From an optimization exercise on the open Yosys and OpenROAD flow, aimed at small area, a short achievable clock period and few clock cycles per item; shortcuts taken in it are not production practice.
At most, simulation tests tie the RTL to the original design; equivalence was not proved.
Power and IR drop assume default switching activity.

// kmp_substring_search_core
module kmp_substring_search_core #(
	parameter int unsigned MAX_PATTERN    = kmpss_pkg::MAX_PATTERN_DEF,
	parameter int unsigned POSITION_WIDTH = kmpss_pkg::POSITION_WIDTH_DEF
) (
	input  wire logic        clk,
	input  wire logic        arst_n,
	input  wire logic        s_tvalid,
	output logic             s_tready,
	input  wire logic [7:0]  s_tdata,   
	input  wire logic [1:0]  s_tuser,   
	input  wire logic        s_tlast,
	output logic             m_tvalid,
	input  wire logic        m_tready,
	output logic [39:0]      m_tdata    
);
export LEC_CHECK = 0
export ABC_AREA = 1
export CAP_MARGIN = 20
export CORE_MARGIN = 2
export CORE_UTILIZATION = 65
export CTS_CLUSTER_DIAMETER = 100
export CTS_CLUSTER_SIZE = 28
export PLACE_DENSITY = 0.75
export SETUP_SLACK_MARGIN = 3.8
export SLEW_MARGIN = 20
create_clock -name core_clock -period 6.0 [get_ports {clk}]
run.sh (not shown) runs the stock make flow with config.mk's settings and CLKGATE_MAP_FILE= SYNTH_SCRIPT=/design/flow/synth_recipe.tcl, a recipe that flattens the netlist after the stock synthesis.
Testbench counts at the start, summed over its fixed seeds: cycles 25,211, items 25,187.
Then changed:
- CTS_CLUSTER_DIAMETER: 100 -> default
- CTS_CLUSTER_SIZE: 28 -> default
Effect:
- The changed run produced a clean layout
- global-route usage rises by 1.3 points
- utilization rises by 2.7 points
- clock skew rises by 0.0035 ns
Then changed:
- CTS_CLUSTER_DIAMETER: default -> 100
- CTS_CLUSTER_SIZE: default -> 28
- SETUP_SLACK_MARGIN: 3.8 -> 3.45
Effect:
- combinational power fell by about 15%
- flip-flop and latch count is unchanged
- register-to-register slack loses 0.24 ns
- critical path depth is unchanged
- hold slack gains 0.014 ns
- sequential share of layout area rose by 4.3 points
- final cell count fell by about 4%
- synthesized cell count does not change
- worst setup slack loses 0.18 ns
Then changed:
- SETUP_SLACK_MARGIN: 3.45 -> 3.6
The new run completed without violations.
Synthesized cell count stays the same.
Synthesized area stays the same.
Routed wire length is about the same.
Die area stays the same.
Total power grows slightly.

The RTL this note starts from:
==> flow/design.v <==
`default_nettype none
package kmpss_pkg;
	localparam int unsigned MAX_PATTERN_DEF    = 64;
	localparam int unsigned POSITION_WIDTH_DEF = 32;
	localparam logic [1:0] STAT_BUSY     = 2'd0;
	localparam logic [1:0] STAT_FOUND    = 2'd1;
	localparam logic [1:0] STAT_NOTFOUND = 2'd2;
	localparam logic [1:0] STAT_OVERFLOW = 2'd3;
	localparam logic [1:0] SRCH_FRESH    = 2'd0;
	localparam logic [1:0] SRCH_FOUND    = 2'd1;
	localparam logic [1:0] SRCH_NOTFOUND = 2'd2;
	localparam logic [1:0] SRCH_BUSY     = 2'd3;
endpackage
`default_nettype wire
`default_nettype none
module kmp_substring_search_core #(
	parameter int unsigned MAX_PATTERN    = kmpss_pkg::MAX_PATTERN_DEF,
	parameter int unsigned POSITION_WIDTH = kmpss_pkg::POSITION_WIDTH_DEF
) (
	input  wire logic        clk,
	input  wire logic        arst_n,
	input  wire logic        s_tvalid,
	output logic             s_tready,
	input  wire logic [7:0]  s_tdata,   
	input  wire logic [1:0]  s_tuser,   
	input  wire logic        s_tlast,
	output logic             m_tvalid,
	input  wire logic        m_tready,
	output logic [39:0]      m_tdata    
);
	localparam int unsigned N  = MAX_PATTERN;   
	localparam int unsigned AW = $clog2(N);
	localparam int unsigned LW = $clog2(N + 1);
	localparam int unsigned PW = POSITION_WIDTH;
	logic          iv_q;
	logic          ifunc_q;
	logic          ifirst_q;
	logic          ilast_q;
	logic [7:0]    ibyte_q;
	logic          eql_q;       
	logic          rdy_q;
	logic          en_q;        
	logic [8*N-1:0] r_q;         
	logic [N-1:0]   a_q;
	logic [AW-1:0]  z_q;         
	logic [AW-1:0]  w_q;         
	logic [7:0]     plast_q;     
	logic [LW-1:0]  len_q;
	logic           lz_q;        
	logic           l1_q;        
	logic           lf_q;        
	logic [1:0]     st_q;
	logic [PW-1:0]  d_q;
	logic          ov_q;
	logic [1:0]    ostat_q;
	logic          o2v_q;
	logic [1:0]    o2stat_q;
	logic [PW-1:0] pos_q;       
	logic          rs;
	logic          done;        
	logic          grow;        
	logic [PW-1:0] d_inc;
	logic          nzero;
	logic          full;
	logic          wr;
	logic [N-1:0]  eqp;
	logic [N-1:0]  inj;
	logic [N-1:0]  selw;
	logic          mprev;
	logic          found;
	logic [1:0]    res;
	logic          en;
	logic          acc;
	logic          pop;
	logic [N-1:0]  a_n;
	logic [8*N-1:0] r_n;
	logic [AW-1:0] z_n;
	logic [AW-1:0] w_n;
	logic [7:0]    plast_n;
	logic          iv_n;
	logic          ifunc_n;
	logic          ifirst_n;
	logic [1:0]    st_n;
	logic          ov_n;
	logic [1:0]    ostat_n;
	logic          o2v_n;
	logic [1:0]    o2stat_n;
	logic          en_n;
	logic          oload;
	logic          lz_n;
	logic          l1_n;
	logic          lf_n;
	logic          wait_n;
	logic [LW-1:0] len_n;
	logic [PW-1:0] d_n;
	always_comb begin
		en    = en_q;
		rs    = ifirst_q || (st_q == kmpss_pkg::SRCH_FRESH);
		done  = !rs && (st_q == kmpss_pkg::SRCH_FOUND || st_q == kmpss_pkg::SRCH_NOTFOUND);
		d_inc = d_q + PW'(1);
		nzero = ifirst_q || lz_q;
		full  = !ifirst_q && lf_q;
		wr    = en && !ifunc_q && !full;
		for (int i = 0; i < N; i++) begin
			eqp[i]  = (ibyte_q == r_q[8*i +: 8]);
			inj[i]  = (z_q == AW'(i));
			selw[i] = (w_q == AW'(i));
		end
		mprev = 1'b0;
		for (int i = 0; i < N; i++) begin
			mprev = mprev || (selw[i] && a_q[(i + N - 2) % N]);
		end
		found = (l1_q || (mprev && !rs)) && eql_q;
		for (int i = 0; i < N; i++) begin
			if (en && ifunc_q) begin
				a_n[i] = (inj[(i + 1) % N] || (a_q[i] && !rs)) && eqp[(i + 1) % N];
			end else begin
				a_n[i] = a_q[(i + 1) % N];
			end
		end
		r_n = {r_q[7:0], r_q[8*N-1:8]};
		if (wr) begin
			r_n[8*N-1 -: 8] = ibyte_q;
		end
		z_n     = (wr && nzero) ? AW'(N - 1) : z_q - AW'(1);
		w_n     = wr ? '0 : w_q - AW'(1);
		plast_n = wr ? ibyte_q : plast_q;
		if (!ifunc_q) begin
			res = full ? kmpss_pkg::STAT_OVERFLOW : kmpss_pkg::STAT_BUSY;
			st_n = kmpss_pkg::SRCH_FRESH;
		end else begin
			if (done) begin
				res = st_q;   
			end else if (lz_q || found) begin
				res = kmpss_pkg::STAT_FOUND;
			end else if (ilast_q) begin
				res = kmpss_pkg::STAT_NOTFOUND;
			end else begin
				res = kmpss_pkg::STAT_BUSY;
			end
			st_n = (res == kmpss_pkg::STAT_BUSY) ? kmpss_pkg::SRCH_BUSY : res;
		end
		acc = s_tvalid && rdy_q;
		pop = ov_q && m_tready;
		if (!en) begin
			st_n = st_q;
		end
		ov_n     = ov_q;
		ostat_n  = ostat_q;
		o2v_n    = o2v_q;
		o2stat_n = o2stat_q;
		oload = pop || !ov_q;
		if (oload) begin
			if (o2v_q) begin
				ov_n    = 1'b1;
				ostat_n = o2stat_q;
				o2v_n   = 1'b0;
			end else begin
				ov_n = en;
				if (en) begin
					ostat_n = res;
				end
			end
		end else if (en) begin
			o2v_n    = 1'b1;
			o2stat_n = res;
		end
		len_n = len_q;
		lz_n  = lz_q;
		l1_n  = l1_q;
		lf_n  = lf_q;
		if (wr) begin
			len_n = nzero ? LW'(1) : len_q + LW'(1);
			lz_n  = 1'b0;
			l1_n  = nzero;
			lf_n  = !nzero && (len_q == LW'(N - 1));
		end
		grow = en && ifunc_q && !done;
		d_n = d_q;
		if (grow) begin
			if (lz_q) begin
				d_n = '0;
			end else if (rs) begin
				d_n = PW'(1) - PW'(len_q);
			end else begin
				d_n = d_inc;
			end
		end
		iv_n     = acc || (iv_q && !en);
		ifunc_n  = acc ? s_tuser[0] : ifunc_q;
		ifirst_n = acc ? s_tuser[1] : ifirst_q;
		wait_n = !ifunc_n && !ifirst_n && !lz_n && !lf_n && !wr && (w_q != AW'(1));
		en_n = iv_n && !o2v_n && !wait_n;
	end
	always_ff @(posedge clk or negedge arst_n) begin
		if (!arst_n) begin
			iv_q   <= 1'b0;
			rdy_q  <= 1'b0;
			ov_q   <= 1'b0;
			o2v_q  <= 1'b0;
			st_q   <= kmpss_pkg::SRCH_FRESH;
			len_q  <= '0;
			lz_q   <= 1'b1;
			l1_q   <= 1'b0;
			lf_q   <= 1'b0;
			en_q   <= 1'b0;
		end else begin
			iv_q  <= iv_n;
			rdy_q <= !iv_n || en_n;
			ov_q  <= ov_n;
			o2v_q <= o2v_n;
			st_q  <= st_n;
			len_q <= len_n;
			lz_q  <= lz_n;
			l1_q  <= l1_n;
			lf_q  <= lf_n;
			en_q  <= en_n;
		end
	end
	always_ff @(posedge clk) begin
		if (acc) begin
			ifunc_q  <= s_tuser[0];
			ifirst_q <= s_tuser[1];
			ilast_q  <= s_tlast;
			ibyte_q  <= s_tdata;
			eql_q    <= (s_tdata == plast_n);
		end
		ostat_q  <= ostat_n;
		o2stat_q <= o2stat_n;
		if (oload) begin
			if (ostat_n != kmpss_pkg::STAT_FOUND) begin
				pos_q <= '0;
			end else if (grow && (rs || lz_q)) begin
				pos_q <= '0;
			end else if (grow) begin
				pos_q <= d_inc;
			end else begin
				pos_q <= d_q;
			end
		end
		d_q      <= d_n;
		r_q      <= r_n;
		a_q      <= a_n;
		z_q      <= z_n;
		w_q      <= w_n;
		plast_q  <= plast_n;
	end
	assign s_tready = rdy_q;
	assign m_tvalid = ov_q;
	assign m_tdata  = {6'b0, pos_q, ostat_q};
endmodule
`default_nettype wire
export LEC_CHECK = 0
export ABC_AREA = 1
export CAP_MARGIN = 20
export CORE_MARGIN = 2
export CORE_UTILIZATION = 65
export CTS_CLUSTER_DIAMETER = 100
export CTS_CLUSTER_SIZE = 28
export PLACE_DENSITY = 0.75
export SETUP_SLACK_MARGIN = 3.75
export SLEW_MARGIN = 20
export TNS_END_PERCENT = 25
create_clock -name core_clock -period 6.0 [get_ports {clk}]
The first run finished clean.
Rerun with:
Settings changed: SETUP_SLACK_MARGIN 3.75 to 3.6, TNS_END_PERCENT 25 to unset.
Outcome:
- combinational power came out lower by about 2%
- cell area stays flat
- worst setup slack degrades by 0.025 ns
- count of clock-buffer cells in the layout came out higher by 1
- register-to-register slack degrades by 0.03 ns
- power came out lower by 0.42%
No run of this note included a check of the RTL's function; only the layout flow was run.

port drivers added, routing unchanged:
No port has a modelled driver above. Below, the same layouts with a new extraction and two added sets of constraints.
Step 1: set_driving_cell puts a clkbuf_16 on clk and a buf_2 on each other input, an assumption about the parent block.
Step 2 moves the port delays by t, midway between the first and last clock arrival at a register: inputs arrive t later, outputs are due t later. That takes back most of the time a late clock gives input paths.
Slacks: no drivers / after step 1 / after step 2; pairs: no drivers / after step 1.
| run | t, ns | setup slack, ns | hold slack, ns | worst setup path after step 2 | worst register clock-pin slew, ns |
|---|---|---|---|---|---|
| the first run of note 1 | 0.655 | 3.629 / 3.567 / 3.410 | 0.449 / 0.449 / 0.449 | input to register | 0.11 / 0.11 |
| the second run of note 1 | 0.666 | 3.650 / 3.590 / 3.326 | 0.457 / 0.457 / 0.457 | input to register | 0.07 / 0.07 |
| the third run of note 1 | 0.664 | 3.467 / 3.407 / 3.076 | 0.471 / 0.471 / 0.471 | input to register | 0.12 / 0.12 |
| the fourth run of note 1 | 0.665 | 3.588 / 3.526 / 3.124 | 0.462 / 0.462 / 0.462 | input to register | 0.11 / 0.11 |
| the first run of note 2 | 0.659 | 3.154 / 3.154 / 2.848 | 0.351 / 0.351 / 0.351 | input to register | 0.11 / 0.11 |
| the second run of note 2 | 0.661 | 3.129 / 3.129 / 2.791 | 0.346 / 0.346 / 0.346 | input to register | 0.11 / 0.11 |
After both steps setup and hold are still met in every run listed. For the fourth run of note 1, which loses most, drivers alone change the setup slack by -0.062 ns; drivers and shift together by -0.464 ns.
